Context: an optimization exercise on an open-source flow, tuned for small area, a short achievable clock period and few clock cycles. The choices shown serve that exercise and are no tape-out recipe. RTL that was checked went through simulation tests only; none was proved equivalent to the original. The clock port is modelled as an ideal driver, which makes a skipped or thinned clock tree look cheaper than it is; a real chip needs a root buffer or a tree. Power figures rest on the tool's default switching activity, not on a simulated workload.

==> job 9325: inputs <==
## tandem_motif_repeat_detector
module tandem_motif_repeat_detector (
    input  logic                              aclk,
    input  logic                              aresetn,
    input  logic                              s_tvalid,
    output logic                              s_tready,
    input  logic [7:0]                        s_tdata,    
    input  logic [1:0]                        s_tuser,    
    input  logic                              s_tlast,    
    output logic                              m_tvalid,
    input  logic                              m_tready,
    output logic [7:0]                        m_tdata,    
    output logic [0:0]                        m_tuser,    
    input  logic                              cfg_valid,
    output logic                              cfg_ready,
    input  logic [tmr_pkg::CFG_IDX_W-1:0]     cfg_index,
    input  logic [tmr_pkg::CFG_DATA_W-1:0]    cfg_data
);
    logic [tmr_pkg::MOTIF_CHARS-1:0][tmr_pkg::BASE_W-1:0] motif;
    logic [1:0]                 motif_written;
    logic [tmr_pkg::SKIP_W-1:0] len_m1;
    logic [tmr_pkg::RUN_W-1:0]  min_rep;
    logic                       min_rep_is1;
    logic                       cfg_ok;
    logic accept;
    logic ready_reg;
    logic                       in_valid_reg;
    logic [tmr_pkg::BASE_W-1:0] in_base_reg;
    logic                       in_first_reg;
    logic                       in_last_reg;
    logic                       in_region_reg;
    logic                       in_restart;
    logic                       after_last_reg;    
    logic                       fwd_match;
    logic                       rev_match;
    logic scan_valid_reg;
    logic scan_restart_reg;
  ...
Settings: LEC_CHECK=0, CAP_MARGIN=20, CORE_MARGIN=2, CORE_UTILIZATION=70, SLEW_MARGIN=20; clock period 10.0 ns.
standard.sh (not shown) runs the stock make flow with config.mk's settings and CLKGATE_MAP_FILE= SYNTH_SCRIPT=/design/flow/synth_recipe.tcl, a recipe that flattens the netlist after the stock synthesis.
==> flow/flow/run.sh <==
#!/bin/bash
# Standard layout (the standard.sh) with:
#  - repair_timing aiming for a setup slack of 7 ns at the 10 ns clock;
#  - buf_1 as the port buffer (repair upsizes it where timing needs);
#  - CTS with clkbuf_8 leaves of at most 16 sinks and no dummy loads;
#  - the clock tree's root buffer removed after CTS, so the clock port
#    drives the tree's first level (2 clock buffers) directly.
set -euo pipefail
KNOBS=(SETUP_SLACK_MARGIN=7.2 TNS_END_PERCENT=10
  "BUFFER_PORTS_ARGS=-buffer_cell sky130_fd_sc_hd__buf_1"
  "CTS_ARGS=-sink_clustering_enable -repair_clock_nets -dont_use_dummy_load -root_buf sky130_fd_sc_hd__clkbuf_16 -buf_list sky130_fd_sc_hd__clkbuf_8 -sink_clustering_size 16 -sink_clustering_max_diameter 60")
bash standard.sh "${KNOBS[@]}" cts > make_cts.log 2>&1
RESULTS=$PWD/orfs/results/$FLOW_PLATFORM/tandem_motif_repeat_detector/base \
  openroad -no_init -exit flow/drop_clock_root.tcl > drop_clock_root.log 2>&1
bash standard.sh "${KNOBS[@]}" finish > make_finish.log 2>&1
==> flow/flow/drop_clock_root.tcl <==
proc drop_clock_root {} {
  set block [ord::get_db_block]
  set clknet [$block findNet aclk]
  set roots {}
  foreach it [$clknet getITerms] { lappend roots [$it getInst] }
  if {[llength $roots] != 1} { puts "drop_clock_root: port drives [llength $roots] pins, nothing done"; return }
  set root [lindex $roots 0]
  if {![string match "*clkbuf*" [[$root getMaster] getName]]} { puts "drop_clock_root: root is not a clock buffer"; return }
  set outnet ""
  foreach it [$root getITerms] { if {[[$it getMTerm] getName] eq "X"} { set outnet [$it getNet] } }
  set loads {}
  foreach it [$outnet getITerms] { if {[$it getInst] ne $root} { lappend loads $it } }
  if {[llength $loads] > 4} { puts "drop_clock_root: root drives [llength $loads] pins, nothing done"; return }
  foreach it $loads { $it disconnect; $it connect $clknet }
  odb::dbInst_destroy $root
  odb::dbNet_destroy $outnet
  puts "drop_clock_root: port now drives [llength $loads] clock buffers"
}

set results $::env(RESULTS)
read_db $results/4_cts.odb
drop_clock_root
write_db $results/4_cts.odb
==> job 891 (differences from job 9325) <==
--- a/flow/design.v
+++ b/flow/design.v
@@ -22,109 +22,95 @@
     input  logic                                                   aresetn,
     input  logic                                                   cfg_valid,
     output logic                                                   cfg_ready,
     input  logic [tmr_pkg::CFG_IDX_W-1:0]                          cfg_index,
     input  logic [tmr_pkg::CFG_DATA_W-1:0]                         cfg_data,
     output logic [tmr_pkg::MOTIF_CHARS-1:0][tmr_pkg::BASE_W-1:0]   motif,
-    output logic [1:0]                                             motif_written,
     output logic [tmr_pkg::SKIP_W-1:0]                             len_m1,
-    output logic [tmr_pkg::RUN_W-1:0]                              min_rep,
+    output logic [tmr_pkg::RUN_W-1:0]                              min_rep_m1,
     output logic                                                   min_rep_is1,
     output logic                                                   cfg_ok
 );
     logic [tmr_pkg::CFG_DATA_W-1:0] motif_low_reg;
     logic [tmr_pkg::CFG_DATA_W-1:0] motif_high_reg;
     logic [tmr_pkg::SKIP_W-1:0]     len_m1_reg;    
     logic                           len_ok_reg;    
-    logic [tmr_pkg::RUN_W-1:0]      min_rep_reg;
+    logic [tmr_pkg::RUN_W-1:0]      min_rep_m1_reg;    
     assign cfg_ready = 1'b1;
-    logic motif_low_written_reg;
-    logic motif_high_written_reg;
+    logic [tmr_pkg::CFG_DATA_W-1:0] wdata;
+    logic                           we_low;
+    logic                           we_high;
+    assign wdata   = aresetn ? cfg_data : '0;
+    assign we_low  = !aresetn || (cfg_valid && (cfg_index == tmr_pkg::REG_MOTIF_LOW));
+    assign we_high = !aresetn || (cfg_valid && (cfg_index == tmr_pkg::REG_MOTIF_HIGH));
     always_ff @(posedge aclk) begin
-        if (cfg_valid && (cfg_index == tmr_pkg::REG_MOTIF_LOW)) begin
-            motif_low_reg <= cfg_data;
+        if (we_low) begin
+            motif_low_reg <= wdata;
         end
-        if (cfg_valid && (cfg_index == tmr_pkg::REG_MOTIF_HIGH)) begin
-            motif_high_reg <= cfg_data;
+        if (we_high) begin
+            motif_high_reg <= wdata;
         end
     end
     always_ff @(posedge aclk) begin
         if (!aresetn) begin
-            motif_low_written_reg  <= 1'b0;
-            motif_high_written_reg <= 1'b0;
-        end else if (cfg_valid) begin
-            if (cfg_index == tmr_pkg::REG_MOTIF_LOW) begin
-                motif_low_written_reg <= 1'b1;
-            end
-            if (cfg_index == tmr_pkg::REG_MOTIF_HIGH) begin
-                motif_high_written_reg <= 1'b1;
-            end
-        end
-    end
-    assign motif_written = {motif_high_written_reg, motif_low_written_reg};
-    always_ff @(posedge aclk) begin
-        if (!aresetn) begin
             len_m1_reg  <= '1;
             len_ok_reg  <= 1'b0;
-            min_rep_reg <= tmr_pkg::RUN_W'(1);
+            min_rep_m1_reg <= '0;
         end else if (cfg_valid) begin
             case (cfg_index)
                 tmr_pkg::REG_MOTIF_LENGTH: begin
                     len_m1_reg <= cfg_data[tmr_pkg::SKIP_W-1:0] - 1'b1;
                     len_ok_reg <= (cfg_data[tmr_pkg::LEN_W-1:0] != '0) &&
                                   (cfg_data[tmr_pkg::LEN_W-1:0] <= tmr_pkg::LEN_W'(16));
                 end
-                tmr_pkg::REG_MIN_REPEATS:  min_rep_reg <= cfg_data[tmr_pkg::RUN_W-1:0];
+                tmr_pkg::REG_MIN_REPEATS:  min_rep_m1_reg <= cfg_data[tmr_pkg::RUN_W-1:0] - 1'b1;
                 default: begin
                 end
             endcase
         end
     end
     assign motif   = {motif_high_reg, motif_low_reg};
     assign len_m1  = len_m1_reg;
-    assign min_rep     = min_rep_reg;
-    assign min_rep_is1 = (min_rep_reg == tmr_pkg::RUN_W'(1));
-    assign cfg_ok  = len_ok_reg && (min_rep_reg != '0);
+    assign min_rep_m1  = min_rep_m1_reg;
+    assign min_rep_is1 = (min_rep_m1_reg == '0);
+    assign cfg_ok  = len_ok_reg && (min_rep_m1_reg != '1);
 endmodule
 `timescale 1ns / 1ps
 module tmr_scan_ctr (
     input  logic                          aclk,
     input  logic                          step,       
     input  logic                          restart,    
     input  logic [tmr_pkg::SKIP_W-1:0]    len_m1,
-    input  logic [tmr_pkg::RUN_W-1:0]     min_rep,
+    input  logic [tmr_pkg::RUN_W-1:0]     min_rep_m1,
     input  logic                          min_rep_is1,
     input  logic                          match,      
     output logic                          hit
 );
     logic [tmr_pkg::SKIP_W-1:0] skip_reg;
     logic [tmr_pkg::RUN_W-1:0]  run_reg;
     logic                       idle;        
-    logic [tmr_pkg::RUN_W-1:0]  run_inc;
     assign idle = restart || (skip_reg == '0);
-    assign run_inc = run_reg + 1'b1;
-    assign hit     = idle && match && (restart ? min_rep_is1 : (run_inc == min_rep));
+    assign hit  = idle && match && (restart ? min_rep_is1 : (run_reg == min_rep_m1));
     always_ff @(posedge aclk) begin
         if (step) begin
             if (!idle) begin
                 skip_reg <= skip_reg - 1'b1;
             end else begin
                 skip_reg <= match ? len_m1 : '0;
-                run_reg  <= match ? (restart ? tmr_pkg::RUN_W'(1) : run_inc) : '0;
+                run_reg  <= match ? (restart ? tmr_pkg::RUN_W'(1) : run_reg + 1'b1) : '0;
             end
         end
     end
 endmodule
 `timescale 1ns / 1ps
 module tmr_window (
     input  logic                                                   aclk,
     input  logic                                                   accept,
     input  logic                                                   restart,
     input  logic [tmr_pkg::BASE_W-1:0]                             base,
     input  logic [tmr_pkg::MOTIF_CHARS-1:0][tmr_pkg::BASE_W-1:0]   motif,
-    input  logic [1:0]                                             motif_written,   
     input  logic [tmr_pkg::SKIP_W-1:0]                             len_m1,
     output logic                                                   fwd_match,
     output logic                                                   rev_match
 );
     localparam int N = tmr_pkg::MOTIF_CHARS;
     logic [N-1:0] fwd_reg;
@@ -134,33 +120,27 @@
     logic [N-1:0] eq;
     logic [N-1:0] eqc;
     logic [N-1:0] rev_start;
     logic         is_at;
     logic         is_nuc;
     logic         is_cg;
-    logic         is_zero;
     logic [7:0]   base_c;
     assign is_at  = (base == tmr_pkg::CHAR_A) || (base == tmr_pkg::CHAR_T);
     assign is_cg  = (base == tmr_pkg::CHAR_C) || (base == tmr_pkg::CHAR_G);
     assign is_nuc = is_at || is_cg;
-    assign is_zero = (base == '0);
     assign base_c = base ^ {3'b000, is_at, 1'b0, is_nuc, 1'b0, is_at};
     always_comb begin
         logic [tmr_pkg::BASE_W-1:0] d;
         logic                       z;
         for (int k = 0; k < N; k++) begin
             d      = base ^ motif[k];
             z      = !(d[7] || d[6] || d[5] || d[3] || d[1]);
             eq[k]  = z && !d[4] && !d[2] && !d[0];
             eqc[k] = z && ((!d[4] && !d[2] && !d[0] && !is_nuc) ||
                            (d[4] && d[2] && d[0] && is_at) ||
                            (!d[4] && d[2] && !d[0] && is_cg));
-            if (!motif_written[k / 8]) begin
-                eq[k]  = is_zero;
-                eqc[k] = is_zero;
-            end
             rev_start[k] = (len_m1 <= 4'(k));
         end
         for (int k = 0; k < N; k++) begin
             fwd_next[k] = eq[k] && ((k == 0) || (!restart && fwd_reg[(k == 0) ? 0 : k - 1]));
             rev_next[k] = eqc[k] && (rev_start[k] || (!restart && rev_reg[(k == N - 1) ? k : k + 1]));
         end
@@ -190,15 +170,14 @@
     input  logic                              cfg_valid,
     output logic                              cfg_ready,
     input  logic [tmr_pkg::CFG_IDX_W-1:0]     cfg_index,
     input  logic [tmr_pkg::CFG_DATA_W-1:0]    cfg_data
 );
     logic [tmr_pkg::MOTIF_CHARS-1:0][tmr_pkg::BASE_W-1:0] motif;
-    logic [1:0]                 motif_written;
     logic [tmr_pkg::SKIP_W-1:0] len_m1;
-    logic [tmr_pkg::RUN_W-1:0]  min_rep;
+    logic [tmr_pkg::RUN_W-1:0]  min_rep_m1;
     logic                       min_rep_is1;
     logic                       cfg_ok;
     logic accept;
     logic ready_reg;
     logic                       in_valid_reg;
     logic [tmr_pkg::BASE_W-1:0] in_base_reg;
@@ -225,25 +204,23 @@
     logic spare_found_reg;
     logic spare_region_reg;
     logic pop;
     logic head_valid;
     logic head_found;
     logic head_region;
-    logic [2:0] owed;        
-    logic       accept_last;
+    logic [1:0] queued_next;
     tmr_cfg_regs u_cfg (
         .aclk      (aclk),
         .aresetn   (aresetn),
         .cfg_valid (cfg_valid),
         .cfg_ready (cfg_ready),
         .cfg_index (cfg_index),
         .cfg_data  (cfg_data),
         .motif     (motif),
-        .motif_written (motif_written),
         .len_m1    (len_m1),
-        .min_rep     (min_rep),
+        .min_rep_m1  (min_rep_m1),
         .min_rep_is1 (min_rep_is1),
         .cfg_ok    (cfg_ok)
     );
     assign s_tready = ready_reg;
     assign accept   = s_tvalid && ready_reg;
     always_ff @(posedge aclk) begin
@@ -270,13 +247,12 @@
     tmr_window u_window (
         .aclk      (aclk),
         .accept    (in_valid_reg),
         .restart   (in_restart),
         .base      (in_base_reg),
         .motif     (motif),
-        .motif_written (motif_written),
         .len_m1    (len_m1),
         .fwd_match (fwd_match),
         .rev_match (rev_match)
     );
     always_ff @(posedge aclk) begin
         if (!aresetn) begin
@@ -292,23 +268,23 @@
     end
     tmr_scan_ctr u_fwd_scan (
         .aclk    (aclk),
         .step    (scan_valid_reg),
         .restart (scan_restart_reg),
         .len_m1  (len_m1),
-        .min_rep     (min_rep),
+        .min_rep_m1  (min_rep_m1),
         .min_rep_is1 (min_rep_is1),
         .match   (fwd_match && cfg_ok),
         .hit     (fwd_hit)
     );
     tmr_scan_ctr u_rev_scan (
         .aclk    (aclk),
         .step    (scan_valid_reg),
         .restart (scan_restart_reg),
         .len_m1  (len_m1),
-        .min_rep     (min_rep),
+        .min_rep_m1  (min_rep_m1),
         .min_rep_is1 (min_rep_is1),
         .match   (rev_match && cfg_ok),
         .hit     (rev_hit)
     );
     assign found_next = (found_reg && !scan_restart_reg) || fwd_hit || rev_hit;
     always_ff @(posedge aclk) begin
@@ -340,22 +316,19 @@
         end
         if (push && head_valid) begin
             spare_found_reg  <= found_next;
             spare_region_reg <= scan_region_reg;
         end
     end
-    assign owed        = 3'(out_valid_reg) + 3'(spare_valid_reg) + 3'(push) +
-                         3'(in_valid_reg && in_last_reg);
-    assign accept_last = accept && s_tlast;
+    assign queued_next = 2'(head_valid) + 2'(push) + 2'(!pop && spare_valid_reg);
     always_ff @(posedge aclk) begin
         if (!aresetn) begin
             ready_reg <= 1'b1;
         end else begin
-            ready_reg <= (owed == 3'd0) ||
-                         ((owed == 3'd1) && (pop || !accept_last)) ||
-                         ((owed == 3'd2) && pop && !accept_last);
+            ready_reg <= (3'(queued_next) + 3'(accept && s_tlast) +
+                          3'(in_valid_reg && in_last_reg)) <= 3'd1;
         end
     end
     assign m_tvalid   = out_valid_reg;
     assign m_tdata    = {7'd0, out_found_reg};
     assign m_tuser[0] = out_region_reg;
 endmodule
==> flow/flow/run.sh (replaced) <==
#!/bin/bash
# Standard layout (the standard.sh) with:
#  - repair_timing aiming for a setup slack of 7 ns at the 10 ns clock;
#  - buf_1 as the port buffer (repair upsizes it where timing needs);
#  - CTS with clkbuf_8 leaves of at most 16 sinks and no dummy loads;
#  - the clock tree's root buffer removed after CTS, so the clock port
#    drives the tree's first level (2 clock buffers) directly.
set -euo pipefail
KNOBS=(SETUP_SLACK_MARGIN=7.0
  "BUFFER_PORTS_ARGS=-buffer_cell sky130_fd_sc_hd__buf_1"
  "CTS_ARGS=-sink_clustering_enable -repair_clock_nets -dont_use_dummy_load -root_buf sky130_fd_sc_hd__clkbuf_16 -buf_list sky130_fd_sc_hd__clkbuf_8 -sink_clustering_size 16 -sink_clustering_max_diameter 60")
bash standard.sh "${KNOBS[@]}" cts > make_cts.log 2>&1
RESULTS=$PWD/orfs/results/$FLOW_PLATFORM/tandem_motif_repeat_detector/base \
  openroad -no_init -exit flow/drop_clock_root.tcl > drop_clock_root.log 2>&1
bash standard.sh "${KNOBS[@]}" finish > make_finish.log 2>&1
==> job 2406 (differences from job 9325) <==
--- a/flow/design.v
+++ b/flow/design.v
@@ -22,50 +22,39 @@
     input  logic                                                   aresetn,
     input  logic                                                   cfg_valid,
     output logic                                                   cfg_ready,
     input  logic [tmr_pkg::CFG_IDX_W-1:0]                          cfg_index,
     input  logic [tmr_pkg::CFG_DATA_W-1:0]                         cfg_data,
     output logic [tmr_pkg::MOTIF_CHARS-1:0][tmr_pkg::BASE_W-1:0]   motif,
-    output logic [1:0]                                             motif_written,
     output logic [tmr_pkg::SKIP_W-1:0]                             len_m1,
     output logic [tmr_pkg::RUN_W-1:0]                              min_rep,
     output logic                                                   min_rep_is1,
     output logic                                                   cfg_ok
 );
     logic [tmr_pkg::CFG_DATA_W-1:0] motif_low_reg;
     logic [tmr_pkg::CFG_DATA_W-1:0] motif_high_reg;
     logic [tmr_pkg::SKIP_W-1:0]     len_m1_reg;    
     logic                           len_ok_reg;    
     logic [tmr_pkg::RUN_W-1:0]      min_rep_reg;
     assign cfg_ready = 1'b1;
-    logic motif_low_written_reg;
-    logic motif_high_written_reg;
+    logic [tmr_pkg::CFG_DATA_W-1:0] wdata;
+    logic                           we_low;
+    logic                           we_high;
+    assign wdata   = aresetn ? cfg_data : '0;
+    assign we_low  = !aresetn || (cfg_valid && (cfg_index == tmr_pkg::REG_MOTIF_LOW));
+    assign we_high = !aresetn || (cfg_valid && (cfg_index == tmr_pkg::REG_MOTIF_HIGH));
     always_ff @(posedge aclk) begin
-        if (cfg_valid && (cfg_index == tmr_pkg::REG_MOTIF_LOW)) begin
-            motif_low_reg <= cfg_data;
+        if (we_low) begin
+            motif_low_reg <= wdata;
         end
-        if (cfg_valid && (cfg_index == tmr_pkg::REG_MOTIF_HIGH)) begin
-            motif_high_reg <= cfg_data;
+        if (we_high) begin
+            motif_high_reg <= wdata;
         end
     end
     always_ff @(posedge aclk) begin
         if (!aresetn) begin
-            motif_low_written_reg  <= 1'b0;
-            motif_high_written_reg <= 1'b0;
-        end else if (cfg_valid) begin
-            if (cfg_index == tmr_pkg::REG_MOTIF_LOW) begin
-                motif_low_written_reg <= 1'b1;
-            end
-            if (cfg_index == tmr_pkg::REG_MOTIF_HIGH) begin
-                motif_high_written_reg <= 1'b1;
-            end
-        end
-    end
-    assign motif_written = {motif_high_written_reg, motif_low_written_reg};
-    always_ff @(posedge aclk) begin
-        if (!aresetn) begin
             len_m1_reg  <= '1;
             len_ok_reg  <= 1'b0;
             min_rep_reg <= tmr_pkg::RUN_W'(1);
         end else if (cfg_valid) begin
             case (cfg_index)
                 tmr_pkg::REG_MOTIF_LENGTH: begin
@@ -118,13 +107,12 @@
 module tmr_window (
     input  logic                                                   aclk,
     input  logic                                                   accept,
     input  logic                                                   restart,
     input  logic [tmr_pkg::BASE_W-1:0]                             base,
     input  logic [tmr_pkg::MOTIF_CHARS-1:0][tmr_pkg::BASE_W-1:0]   motif,
-    input  logic [1:0]                                             motif_written,   
     input  logic [tmr_pkg::SKIP_W-1:0]                             len_m1,
     output logic                                                   fwd_match,
     output logic                                                   rev_match
 );
     localparam int N = tmr_pkg::MOTIF_CHARS;
     logic [N-1:0] fwd_reg;
@@ -134,33 +122,27 @@
     logic [N-1:0] eq;
     logic [N-1:0] eqc;
     logic [N-1:0] rev_start;
     logic         is_at;
     logic         is_nuc;
     logic         is_cg;
-    logic         is_zero;
     logic [7:0]   base_c;
     assign is_at  = (base == tmr_pkg::CHAR_A) || (base == tmr_pkg::CHAR_T);
     assign is_cg  = (base == tmr_pkg::CHAR_C) || (base == tmr_pkg::CHAR_G);
     assign is_nuc = is_at || is_cg;
-    assign is_zero = (base == '0);
     assign base_c = base ^ {3'b000, is_at, 1'b0, is_nuc, 1'b0, is_at};
     always_comb begin
         logic [tmr_pkg::BASE_W-1:0] d;
         logic                       z;
         for (int k = 0; k < N; k++) begin
             d      = base ^ motif[k];
             z      = !(d[7] || d[6] || d[5] || d[3] || d[1]);
             eq[k]  = z && !d[4] && !d[2] && !d[0];
             eqc[k] = z && ((!d[4] && !d[2] && !d[0] && !is_nuc) ||
                            (d[4] && d[2] && d[0] && is_at) ||
                            (!d[4] && d[2] && !d[0] && is_cg));
-            if (!motif_written[k / 8]) begin
-                eq[k]  = is_zero;
-                eqc[k] = is_zero;
-            end
             rev_start[k] = (len_m1 <= 4'(k));
         end
         for (int k = 0; k < N; k++) begin
             fwd_next[k] = eq[k] && ((k == 0) || (!restart && fwd_reg[(k == 0) ? 0 : k - 1]));
             rev_next[k] = eqc[k] && (rev_start[k] || (!restart && rev_reg[(k == N - 1) ? k : k + 1]));
         end
@@ -190,13 +172,12 @@
     input  logic                              cfg_valid,
     output logic                              cfg_ready,
     input  logic [tmr_pkg::CFG_IDX_W-1:0]     cfg_index,
     input  logic [tmr_pkg::CFG_DATA_W-1:0]    cfg_data
 );
     logic [tmr_pkg::MOTIF_CHARS-1:0][tmr_pkg::BASE_W-1:0] motif;
-    logic [1:0]                 motif_written;
     logic [tmr_pkg::SKIP_W-1:0] len_m1;
     logic [tmr_pkg::RUN_W-1:0]  min_rep;
     logic                       min_rep_is1;
     logic                       cfg_ok;
     logic accept;
     logic ready_reg;
@@ -235,13 +216,12 @@
         .aresetn   (aresetn),
         .cfg_valid (cfg_valid),
         .cfg_ready (cfg_ready),
         .cfg_index (cfg_index),
         .cfg_data  (cfg_data),
         .motif     (motif),
-        .motif_written (motif_written),
         .len_m1    (len_m1),
         .min_rep     (min_rep),
         .min_rep_is1 (min_rep_is1),
         .cfg_ok    (cfg_ok)
     );
     assign s_tready = ready_reg;
@@ -270,13 +250,12 @@
     tmr_window u_window (
         .aclk      (aclk),
         .accept    (in_valid_reg),
         .restart   (in_restart),
         .base      (in_base_reg),
         .motif     (motif),
-        .motif_written (motif_written),
         .len_m1    (len_m1),
         .fwd_match (fwd_match),
         .rev_match (rev_match)
     );
     always_ff @(posedge aclk) begin
         if (!aresetn) begin
==> flow/flow/run.sh (replaced) <==
#!/bin/bash
set -euo pipefail
bash standard.sh SETUP_SLACK_MARGIN=7.0 "BUFFER_PORTS_ARGS=-buffer_cell sky130_fd_sc_hd__buf_1" \
  "CTS_ARGS=-sink_clustering_enable -repair_clock_nets -dont_use_dummy_load -root_buf sky130_fd_sc_hd__clkbuf_16 -buf_list sky130_fd_sc_hd__clkbuf_8 -sink_clustering_size 16 -sink_clustering_max_diameter 60" \
  finish > make_finish.log 2>&1
removed: flow/flow/drop_clock_root.tcl
==> comparison <==
Job 891 passed the timing, DRC and antenna checks. Job 2406 finished with timing, DRC and antenna clean. Job 9325 went through all stages and came out clean.
Between job 891 and job 2406, the lower clock power is in job 891 (gap 7.7%, measured against job 2406).
Fmax: job 2406 is smaller than job 9325 (3.5%).
Of job 891 and job 2406, job 2406 has the higher worst hold slack (gap 0.0026 ns).
Combinational power: job 9325 is smaller than job 891 (about 20%).
Between job 891 and job 2406, the lower via count is in job 891 (gap 4.9%, measured against job 2406).
Register-to-register slack, lowest first: job 2406, job 9325, job 891.
In sequential power, job 9325 and job 2406 hardly differ.
In job 891 the first-iteration DRC count is higher than in job 2406, by about 1.8%.
Cell count: job 9325 is smaller than job 2406 (about 1.9%).
Utilization, highest first: job 891, job 9325, job 2406.
Testbench counts of job 891, summed over its fixed seeds: cycles 41,687.
Function not checked in job 9325 and job 2406: the RTL went through the layout flow alone.

[port drivers added, routing unchanged]
The results above use ideal ports. As a check the final layouts listed here were re-extracted and re-timed, cells and wires unchanged. Step 1 assumes that a clkbuf_16 drives the clock port and a buf_2 every other input. Step 2 moves the port delays by t, midway between the first and last clock arrival at a register: inputs arrive t later, outputs are due t later. That takes back most of the time a late clock gives input paths. Three values: no drivers, after step 1, after step 2; two values: the first two.
run | shift t [ns] | setup WS [ns] | worst setup path after step 2 | worst slew at a driven data input, ns
job 9325 | 0.383 | 7.123 / 7.069 / 6.774 | input to register | 0.04
job 891 | 0.376 | 6.978 / 7.012 / 6.636 | input to register | 0.04
job 2406 | 0.499 | 7.020 / 6.975 / 6.644 | input to register | 0.04
After both steps every run listed still meets setup and hold. The setup slack of job 2406, which loses most, moves by -0.045 ns with the drivers and by -0.376 ns with both steps.
